What follows belongs to an exercise in optimizing a design on an open flow for a short achievable clock period and few clock cycles; a production flow would make more cautious choices. Only simulation tests tie the RTL to the original design; equivalence was not proved. Power is estimated from default activity; no workload was simulated.

`flow/constraint.sdc`:
```
create_clock -name core_clock -period 5.0 [get_ports {aclk}]
set_input_delay 1.0000 -clock core_clock [delete_from_list [all_inputs] [get_ports {aclk}]]
set_output_delay 1.0000 -clock core_clock [all_outputs]
set_load 0.01 [all_outputs]
```
`flow/config.mk`:
```
export PLATFORM = sky130hd
export DESIGN_NAME = dma_apb_top
export DESIGN_NICKNAME = dma_apb_top
export VERILOG_FILES = /design/flow/design.v
export SDC_FILE = /design/flow/constraint.sdc
export NUM_CORES = 4
export LEC_CHECK = 0
export ABC_CLOCK_PERIOD_IN_PS = 2000
export CAP_MARGIN = 20
export CORE_MARGIN = 2
export CORE_UTILIZATION = 50
export SETUP_SLACK_MARGIN = 2.6
export SLEW_MARGIN = 20
export TNS_END_PERCENT = 100
```
`flow/design.v`:
```
module dma_apb_top (
  input  logic                   aclk,
  input  logic                   i_rst,
  input  logic                   i_desc_valid,
  output logic                   o_desc_ready,
  input  logic                   i_desc_to_periph,
  input  logic                   i_desc_sel,
  input  logic [6-1:0] i_desc_addr,
  input  logic [4-1:0] i_desc_len,
  input  logic [4-1:0]  i_desc_id,
  output logic                   o_resp_valid,
  input  logic                   i_resp_ready,
  output logic [4-1:0]  o_resp_id,
  input  logic                   i_mem_we,
  input  logic [6-1:0] i_mem_addr,
  input  logic [32-1:0] i_mem_wdata,
  input  logic [8-1:0]   i_switch,
  output logic [16-1:0] o_leds
);
  localparam int CAP   = 16;   
  localparam int PW    = $clog2(CAP);
  localparam int QD    = 4;                  
  localparam int QW    = $clog2(QD);
  localparam int AW    = 6;
  localparam int WORDS = 2**AW;
  localparam int HW    = 16;
  localparam int DW    = 32;
  logic [8-1:0] sw_r;
  logic [WORDS-1:0]     hw_sel;      
  logic [DW-1:0]        hw_data;
  logic                 hw_recent;   
  always_ff @(posedge aclk) begin
    sw_r    <= i_switch;
    hw_data <= i_mem_wdata;
    for (int i = 0; i < WORDS; i++) hw_sel[i] <= !i_rst && i_mem_we && (i_mem_addr == AW'(i));
    hw_recent <= |hw_sel;
  end
  logic [15:0] ent [CAP];   
  logic [15:0] in_ent;
  logic [PW:0] acc_ptr;
  logic [PW:0] f_ptr;
  logic [PW:0] rp;
  logic        ready_r;
  logic        push;
  logic [PW:0] used;
  assign push   = i_desc_valid && ready_r;
  assign in_ent = {i_desc_to_periph, i_desc_sel, i_desc_addr, i_desc_len, i_desc_id};
  assign used   = acc_ptr - rp;
  always_ff @(posedge aclk) begin
    if (push) ent[acc_ptr[PW-1:0]] <= in_ent;
  end
  always_ff @(posedge aclk) begin
    if (i_rst) begin
      acc_ptr <= '0;
      ready_r <= 1'b1;
    end else begin
      if (push) acc_ptr <= acc_ptr + 1'b1;
      ready_r <= push ? (used < (PW+1)'(CAP - 1)) : (used < (PW+1)'(CAP));
    end
  end
  assign o_desc_ready = ready_r;
  logic          h_v;
  logic [15:0]   h_src;
  logic          h_tp, h_sel;
  logic [AW-1:0] h_a, h_last, h_prev, h_next;
  logic [3:0]    h_lm1;
  logic [PW:0]   h_tag;
  logic          h_load;
  logic          f_load;
  logic [3:0]    src_lm1;
  assign h_load  = (!h_v || f_load) && ((f_ptr != acc_ptr) || push);
  assign h_src   = (f_ptr == acc_ptr) ? in_ent : ent[f_ptr[PW-1:0]];
  assign src_lm1 = h_src[7:4] - 4'd1;
  always_ff @(posedge aclk) begin
    if (i_rst) begin
      h_v   <= 1'b0;
      f_ptr <= '0;
    end else if (h_load) begin
      h_v   <= 1'b1;
      f_ptr <= f_ptr + 1'b1;
    end else if (f_load) begin
      h_v   <= 1'b0;
    end
    if (h_load) begin
      h_tp   <= h_src[15];
      h_sel  <= h_src[14];
      h_a    <= h_src[13:8];
      h_lm1  <= src_lm1;
      h_last <= h_src[13:8] + {2'b00, src_lm1};
      h_prev <= h_src[13:8] - 1'b1;
      h_next <= h_src[13:8] + {1'b0, h_src[7:4] == 4'd0, h_src[7:4]};
      h_tag  <= f_ptr;
    end
  end
  logic [DW-1:0]    mem      [WORDS];    
  logic [DW-1:0]    mem_next [WORDS];
  logic [DW-1:0]    emem     [WORDS];    
  logic [WORDS-1:0] wr_next;    
  logic [WORDS-1:0] intra_r;    
  logic [WORDS-1:0] link_r;     
  logic [WORDS-1:0] frozen;     
  logic [WORDS-1:0] dirty;      
  logic             d_wr;
  logic             bnd_lo, bnd_hi;
  logic [WORDS-1:0] f_wmask;    
  logic [WORDS-1:0] f_lk_in;    
  logic [WORDS-1:0] f_lk_lo;    
  logic [WORDS-1:0] f_lk_hi;    
  logic [HW-1:0]    f_val;      
  always_comb begin
    for (int i = 0; i < WORDS; i++) begin
      wr_next[i] = 1'b1;
      if (hw_sel[i])               mem_next[i] = hw_data;
      else if (d_wr && f_wmask[i]) mem_next[i] = {f_val, f_val};
      else begin
        mem_next[i] = mem[i];
        wr_next[i]  = 1'b0;
      end
    end
  end
  always_ff @(posedge aclk) begin
    for (int i = 0; i < WORDS; i++) begin
      mem[i] <= mem_next[i];
      if (!frozen[i]) emem[i] <= mem_next[i];
      if (hw_recent) begin
        intra_r[i] <= mem[i][HW-1:0] != mem[i][DW-1:HW];
        link_r[i]  <= mem[i][DW-1:HW] != mem[(i+1)%WORDS][HW-1:0];
      end else if (d_wr) begin
        if (f_wmask[i]) intra_r[i] <= 1'b0;
        if (f_lk_in[i])      link_r[i] <= 1'b0;
        else if (f_lk_lo[i]) link_r[i] <= bnd_lo;
        else if (f_lk_hi[i]) link_r[i] <= bnd_hi;
      end
    end
    if (i_rst) dirty <= '0;
    else       dirty <= frozen & (dirty | wr_next);
  end
  logic          f_v;
  logic          f_tp, f_sel;
  logic [AW-1:0] f_a;
  logic [WORDS-1:0] f_aoh;      
  logic [31:0]   f_lmask;       
  logic [HW-1:0] f_lo;          
  logic [HW-1:0] f_hi;          
  logic [HW-1:0] f_prev_hi;     
  logic [HW-1:0] f_next_lo;     
  logic [PW:0]   f_tag;
  logic          d_take;
  logic          is_led;
  logic [HW-1:0] led_arch;      
  logic [HW-1:0] led_arch_nx;
  logic [WORDS-1:0] n_wmask;
  assign f_load = h_v && (!f_v || d_take);
  always_comb begin
    for (int i = 0; i < WORDS; i++) begin
      logic [AW-1:0] off;
      off = AW'(i) - h_a;
      n_wmask[i] = (off[5:4] == 2'b00) && (off[3:0] <= h_lm1);
    end
  end
  logic [HW-1:0] rd_lo, rd_hi, rd_prev_hi, rd_next_lo;
  assign rd_lo      = (d_wr && f_wmask[h_a])    ? f_val : mem[h_a][HW-1:0];
  assign rd_hi      = (d_wr && f_wmask[h_last]) ? f_val : mem[h_last][DW-1:HW];
  assign rd_prev_hi = (d_wr && f_wmask[h_prev]) ? f_val : mem[h_prev][DW-1:HW];
  assign rd_next_lo = (d_wr && f_wmask[h_next]) ? f_val : mem[h_next][HW-1:0];
  always_ff @(posedge aclk) begin
    if (i_rst)       f_v <= 1'b0;
    else if (f_load) f_v <= 1'b1;
    else if (d_take) f_v <= 1'b0;
    if (f_load) begin
      f_tp      <= h_tp;
      f_sel     <= h_sel;
      f_a       <= h_a;
      f_tag     <= h_tag;
      f_wmask   <= n_wmask;
      for (int i = 0; i < WORDS; i++) begin
        f_aoh[i]   <= (h_a == AW'(i));
        f_lk_in[i] <= n_wmask[i] && n_wmask[(i+1)%WORDS];
        f_lk_lo[i] <= !n_wmask[i] && n_wmask[(i+1)%WORDS];
        f_lk_hi[i] <= n_wmask[i] && !n_wmask[(i+1)%WORDS];
      end
      for (int j = 0; j < 32; j++) f_lmask[j] <= (4'(j / 2) <= h_lm1);
      f_lo      <= rd_lo;
      f_hi      <= rd_hi;
      f_prev_hi <= rd_prev_hi;
      f_next_lo <= rd_next_lo;
      f_val     <= h_sel ? {{(HW-8){1'b0}}, sw_r} : led_arch_nx;
    end
  end
  logic [PW:0]   d_ptr;       
  logic          is_wr;
  logic [15:0]   intra_rot, link_rot;
  logic [31:0]   chg;         
  logic [31:0]   win;
  logic          first_chg;
  logic          win_ne;
  logic          q_full, q_ne;
  logic          d_stall;
  logic          q_push;
  assign is_led    = f_tp && !f_sel;
  assign is_wr     = !f_tp;
  assign first_chg = (f_lo != led_arch);
  always_comb begin
    for (int w = 0; w < 16; w++) begin
      intra_rot[w] = 1'b0;
      link_rot[w]  = 1'b0;
      for (int k = 0; k < WORDS; k++) begin
        intra_rot[w] = intra_rot[w] | (f_aoh[k] & intra_r[(k+w)%WORDS]);
        link_rot[w]  = link_rot[w]  | (f_aoh[k] & link_r[(k+w+WORDS-1)%WORDS]);
      end
    end
    chg[0] = first_chg;
    chg[1] = intra_rot[0];
    for (int w = 1; w < 16; w++) begin
      chg[2*w]   = link_rot[w];
      chg[2*w+1] = intra_rot[w];
    end
  end
  assign win    = chg & f_lmask;
  assign win_ne = first_chg || (|(intra_r & f_wmask)) || (|(link_r & f_lk_in));
  assign bnd_lo  = (f_prev_hi != f_val);
  assign bnd_hi  = (f_next_lo != f_val);
  assign d_stall = is_led && (q_full || (win_ne && (|(f_wmask & dirty))));
  assign d_take  = f_v && !d_stall;
  assign d_wr    = f_v && is_wr;
  assign q_push  = d_take && is_led && win_ne;
  assign led_arch_nx = (d_take && is_led) ? f_hi : led_arch;
  always_ff @(posedge aclk) begin
    if (i_rst) begin
      led_arch <= '0;
      d_ptr    <= '0;
    end else begin
      led_arch <= led_arch_nx;
      if (d_take) d_ptr <= d_ptr + 1'b1;
    end
  end
  logic [31:0]      q_win  [QD];
  logic [AW-1:0]    q_a    [QD];
  logic [PW:0]      q_tag  [QD];
  logic [WORDS-1:0] q_mask [QD];
  logic [QD-1:0]    q_vld;
  logic [QW-1:0]    q_wp, q_rp;
  logic             q_pop;
  logic [31:0]      h_win;
  logic [31:0]      below;     
  logic [31:0]      first;
  logic [4:0]       idx;
  logic             last;
  assign q_ne   = q_vld[q_rp];
  assign q_full = q_vld[q_wp];
  assign h_win  = q_win[q_rp];
  logic [31:0] pre [6];
  logic [31:0] t_any [6];
  logic [31:0] t_two [6];
  logic [4:0]  t_idx [6][32];
  always_comb begin
    pre[0] = h_win;
    for (int l = 0; l < 5; l++) begin
      for (int j = 0; j < 32; j++) begin
        pre[l+1][j] = (j >= (1 << l)) ? (pre[l][j] | pre[l][j - (1 << l)]) : pre[l][j];
      end
    end
    below = {pre[5][30:0], 1'b0};
    first = h_win & ~below;
    t_any[0] = h_win;
    t_two[0] = '0;
    for (int j = 0; j < 32; j++) t_idx[0][j] = '0;
    for (int l = 0; l < 5; l++) begin
      t_any[l+1] = '0;
      t_two[l+1] = '0;
      for (int j = 0; j < 32; j++) t_idx[l+1][j] = '0;
      for (int j = 0; j < (32 >> (l+1)); j++) begin
        t_any[l+1][j] = t_any[l][2*j] | t_any[l][2*j+1];
        t_two[l+1][j] = t_two[l][2*j] | t_two[l][2*j+1] | (t_any[l][2*j] & t_any[l][2*j+1]);
        t_idx[l+1][j] = t_any[l][2*j] ? t_idx[l][2*j] : (t_idx[l][2*j+1] | 5'(1 << l));
      end
    end
    idx  = t_idx[5][0];
    last = !t_two[5][0];
  end
  assign q_pop = q_ne && last;
  always_ff @(posedge aclk) begin
    if (q_push) begin
      q_win[q_wp]  <= win;
      q_a[q_wp]    <= f_a;
      q_tag[q_wp]  <= f_tag;
      q_mask[q_wp] <= f_wmask;
    end
    if (q_ne) q_win[q_rp] <= h_win & ~first;
    if (i_rst) begin
      q_vld <= '0;
      q_wp  <= '0;
      q_rp  <= '0;
    end else begin
      if (q_push) begin
        q_vld[q_wp] <= 1'b1;
        q_wp        <= q_wp + 1'b1;
      end
      if (q_pop) begin
        q_vld[q_rp] <= 1'b0;
        q_rp        <= q_rp + 1'b1;
      end
    end
  end
  always_comb begin
    frozen = '0;
    for (int k = 0; k < QD; k++) if (q_vld[k]) frozen = frozen | q_mask[k];
  end
  logic          w_v;
  logic [AW-1:0] w_word;
  logic          w_half;
  always_ff @(posedge aclk) begin
    if (i_rst) w_v <= 1'b0;
    else       w_v <= q_ne;
    w_word <= q_a[q_rp] + {1'b0, idx[4:1]};
    w_half <= idx[0];
  end
  logic [HW-1:0] led_r;
  logic [DW-1:0] w_data;
  assign w_data = emem[w_word];
  always_ff @(posedge aclk) begin
    if (i_rst)    led_r <= '0;
    else if (w_v) led_r <= w_half ? w_data[DW-1:HW] : w_data[HW-1:0];
  end
  assign o_leds = led_r;
  logic [PW:0] done_ptr;
  logic        resp_v;
  logic [3:0]  resp_id;
  logic        r_load;
  assign done_ptr = q_ne ? q_tag[q_rp] : d_ptr;
  assign r_load   = (rp != done_ptr) && (!resp_v || i_resp_ready);
  always_ff @(posedge aclk) begin
    if (i_rst) begin
      rp     <= '0;
      resp_v <= 1'b0;
    end else begin
      if (r_load) begin
        resp_v <= 1'b1;
        rp     <= rp + 1'b1;
      end else if (i_resp_ready) begin
        resp_v <= 1'b0;
      end
    end
    if (r_load) resp_id <= ent[rp[PW-1:0]][3:0];
  end
  assign o_resp_valid = resp_v;
  assign o_resp_id    = resp_id;
endmodule
```
`flow/run.sh`:
```
#!/bin/bash
# synth_recipe.tcl (not shown) runs the flow's synth.tcl, then flattens the netlist and writes it again
# the make line also repeats each setting of config.mk as NAME=value (left out here)
make -C /OpenROAD-flow-scripts/flow DESIGN_CONFIG=/design/flow/config.mk WORK_HOME=/design/flow/orfs CLKGATE_MAP_FILE= SYNTH_SCRIPT=/design/flow/synth_recipe.tcl finish
```
==> results.tsv, run 1 <==
metric	value	unit
starting utilization of the core area	0.503	
post-synthesis sequential element count	5622	
failing step	5_1_grt	
count of yosys warnings during synthesis	8	
count of input and output buffers	88	
wire length of the first global-routing pass	4450000	microns
H-tree level count	6	
Distinct cells, synth	87	
HPWL Detailed	2130000	microns
top cells by area, synth	sky130_fd_sc_hd__edfxtp_1 37%, sky130_fd_sc_hd__dfxtp_1 17%, sky130_fd_sc_hd__a22oi_1 7.9%, sky130_fd_sc_hd__xor2_1 5.1%, sky130_fd_sc_hd__a21oi_1 4.2%	
via count of the first global-routing pass	385507	
Post-synth ARST share	0	
cell taking the most area after synthesis	sky130_fd_sc_hd__edfxtp_1	
clock tree sinks	5622	
root buffer cell	sky130_fd_sc_hd__clkbuf_16	
maximum number of pins on one net before global-route repair	150	
routability congestion estimate from global placement	1.98	
error that halted the flow	[ERROR GRT-0116] Global routing finished with congestion. Check the congestion regions in the DRC Viewer.	
area of the mapped netlist	0.272	sq mm
post-place setup slack	0.266	ns
synthesized netlist cell count	26749	
Post-Syn Nets	26903	
share of synthesized area occupied by flip-flops and latches	0.536	
Die Y-Extent	742	microns
portion of synthesized cell area occupied by the leading cell type	0.367	
top_reg_cell synth	sky130_fd_sc_hd__edfxtp_1	
number of rows in the core area	270	
Syn Area/Cell	10.2	sq um
horizontal die dimension	742	microns
GR Util All Layers	1.23	
number of flops mapped to enable cells by yosys	3327	
clock tree buffer depth	4	
clock buffer count from CTS	582	
total gr overflow	103521	
run status	aborted with a tool error	
Top-Level Pins	89	
## synth_stat cells (227+ instances only)
cell,instances
sky130_fd_sc_hd__edfxtp_1,3327
sky130_fd_sc_hd__a22oi_1,2853
sky130_fd_sc_hd__nand2_1,2723
sky130_fd_sc_hd__dfxtp_1,2295
sky130_fd_sc_hd__a21oi_1,2259
sky130_fd_sc_hd__o21ai_0,2240
sky130_fd_sc_hd__clkbuf_1,2150
sky130_fd_sc_hd__nor2_1,1791
sky130_fd_sc_hd__xor2_1,1591
sky130_fd_sc_hd__nand4_1,914
sky130_fd_sc_hd__a22o_1,642
sky130_fd_sc_hd__a221oi_1,639
sky130_fd_sc_hd__xnor2_1,619
sky130_fd_sc_hd__nor4_1,530
sky130_fd_sc_hd__nand3_1,264
sky130_fd_sc_hd__nor3_1,227
## metrics by stage
stage                     setup TNS (ns)  instance area, sq um  power, uW  cells
after floorplan                 -1917.82                272000     129000  26749
after global placement            -0.390                299000     232000  34173
after detailed placement               0                301000     234000  34224
after CTS                              0                386000     317000  37726
## per-layer routing
layer,GRT overflow,GRT usage
met2,54672,1.47
met5,1604,1.03
met1,23717,1.16
met3,12442,1.08
met4,11086,1.17
## power groups by stage
stage	Sequential [uW]	Combinational (uW)	Clock [uW]
after floorplan	86600	42600	0
after global placement	103000	129000	0
after detailed placement	103000	130000	0
after CTS	104000	168000	45100
## what timing repair did
action | in CTS
gates resized for setup | 10397
gates cloned | 312
setup buffers | 2109
endpoints found under the setup margin | 7734
hold buffers | 0
pin swaps | 1887
endpoints found under the hold margin | 0
## how the worst max path moves through the flow
stage | startpoint | to | slack (ns) | depth (start not counted)
floorplan | f_wmask[16] | f_a[0] | -4.48 | 7
global placement | mem[55][26] | link_r[55] | -0.39 | 5
detailed placement | f_lo[13] | q_mask[1][42] | 0.27 | 10
CTS | f_lo[5] | d_ptr[4] | 1.21 | 10
## cell families after synthesis
group,Yosys count,synth area share
AO/OA/AOI/OAI,9114,0.217
XOR/XNOR,2210,0.0711
adder cells (fa/ha/maj),88,0.00415
buffers and inverters,2577,0.0363
flip-flops,5622,0.536
multiplexers,277,0.0197
AND/OR/NAND/NOR,6861,0.116
Testbench counts, summed over its fixed seeds: cycles 1,776.
==> run 2: changes to the inputs <==
==> flow/flow/run.sh (new file) <==
#!/bin/bash
# The standard layout, with real buffers (not delay cells) on the ports.
set -euo pipefail
bash standard.sh "BUFFER_PORTS_ARGS=-buffer_cell sky130_fd_sc_hd__buf_8" finish > standard_flow.log 2>&1
==> flow/standard.sh (new file) <==
#!/bin/bash
# synth_recipe.tcl (not shown) runs the flow's synth.tcl, then flattens the netlist and writes it again
# the make line also repeats each setting of config.mk as NAME=value (left out here)
make -C /OpenROAD-flow-scripts/flow DESIGN_CONFIG=/design/flow/config.mk WORK_HOME=/design/flow/orfs CLKGATE_MAP_FILE= SYNTH_SCRIPT=/design/flow/synth_recipe.tcl "${@:-finish}"
removed: flow/run.sh
==> run 2 against run 1 <==
  * The run again fails in 5_1_grt
  * Area after synthesis is the same
  * Synthesized cell count is the same
==> results.tsv, run 2 <==
metric	value	unit	change
clock tree sinks	5622		unchanged
count of yosys warnings during synthesis	8		unchanged
via count of the first global-routing pass	383528		
synthesized netlist cell count	26749		unchanged
horizontal die dimension	742	microns	unchanged
post-synthesis sequential element count	5622		unchanged
failing step	5_1_grt		unchanged
Post-Syn Nets	26903		unchanged
maximum number of pins on one net before global-route repair	104		
most numerous cell in the Yosys netlist	sky130_fd_sc_hd__edfxtp_1		unchanged
Post-synth ARST share	0		unchanged
total gr overflow	101725		
Distinct cells, synth	87		unchanged
portion of synthesized cell area occupied by the leading cell type	0.367		unchanged
clock buffer count from CTS	576		was 582
starting utilization of the core area	0.503		unchanged
share of synthesized area occupied by flip-flops and latches	0.536		unchanged
routability congestion estimate from global placement	2.01		was 1.98
cell taking the most area after synthesis	sky130_fd_sc_hd__edfxtp_1		unchanged
number of rows in the core area	270		unchanged
top_reg_cell synth	sky130_fd_sc_hd__edfxtp_1		unchanged
run status	aborted with a tool error		unchanged
GR Util All Layers	1.22		
wire length of the first global-routing pass	4440000	microns	
count of input and output buffers	88		unchanged
Syn Area/Cell	10.2	sq um	unchanged
clock tree buffer depth	4		unchanged
area of the mapped netlist	0.272	sq mm	unchanged
root buffer cell	sky130_fd_sc_hd__clkbuf_16		unchanged
H-tree level count	6		unchanged
Commonest cells post-synth	3,327 x sky130_fd_sc_hd__edfxtp_1, 2,853 x sky130_fd_sc_hd__a22oi_1, 2,723 x sky130_fd_sc_hd__nand2_1		unchanged
Top-Level Pins	89		unchanged
HPWL Detailed	2140000	microns	was 2,130,000 microns
Die Y-Extent	742	microns	unchanged
error that halted the flow	[ERROR GRT-0116] Global routing finished with congestion. Check the congestion regions in the DRC Viewer.		unchanged
top cells by area, synth	sky130_fd_sc_hd__edfxtp_1 37%, sky130_fd_sc_hd__dfxtp_1 17%, sky130_fd_sc_hd__a22oi_1 7.9%, sky130_fd_sc_hd__xor2_1 5.1%, sky130_fd_sc_hd__a21oi_1 4.2%		unchanged
number of flops mapped to enable cells by yosys	3327		unchanged
==> run 2: cell counts after synthesis <==
No cell type changed its count.
==> run 2: per-stage QoR <==
stage	cells	TNS [ns]	worst slack [ns]	instance area, sq um	utilization
4_1_cts	37887	0	1.15	388000	0.716
3_3_place_gp	34298	-2.82	-0.232	301000	0.555
2_1_floorplan	26749	-1917.82	-4.48	272000	-
3_5_place_dp	34342	0	0.407	302000	0.558
==> run 2: how the worst max path moves through the flow <==
stage	slack, ns	startpoint	end
after floorplan	-4.48	f_wmask[16]	f_a[0]
after global placement	-0.23	w_word[3]	led_r[2]
after detailed placement	0.41	h_a[0]	f_lo[4]
after CTS	1.15	f_lo[5]	f_lk_lo[44]
==> run 2: cell families after synthesis <==
family | after synthesis | share of synthesized area
compound gates | 9114 | 0.217
simple gates | 6861 | 0.116
flops | 5622 | 0.536
buf+inv | 2577 | 0.0363
xor+xnor | 2210 | 0.0711
mux | 277 | 0.0197
fa+ha+maj | 88 | 0.00415
==> run 2: power groups by stage <==
| stage | sequential (uW) | clock (uW) | combinational (uW) |
|---|---|---|---|
| after CTS | 104000 | 44800 | 169000 |
| after detailed placement | 103000 | 0 | 132000 |
| after floorplan | 86600 | 0 | 42600 |
| after global placement | 103000 | 0 | 130000 |
==> run 2: metal layers <==
| metal | GRT overflow | global-route usage |
|---|---|---|
| met1 | 22836 | 1.15 |
| met2 | 53290 | 1.46 |
| met3 | 12176 | 1.08 |
| met4 | 11778 | 1.18 |
| met5 | 1645 | 1.03 |
==> run 2: repair_timing <==
item                        CTS
gates cloned                347
hold endpoints to repair     34
setup endpoints to repair  8026
hold buffers                 34
setup buffers              2095
gates resized for setup    9872
pin swaps                  1537
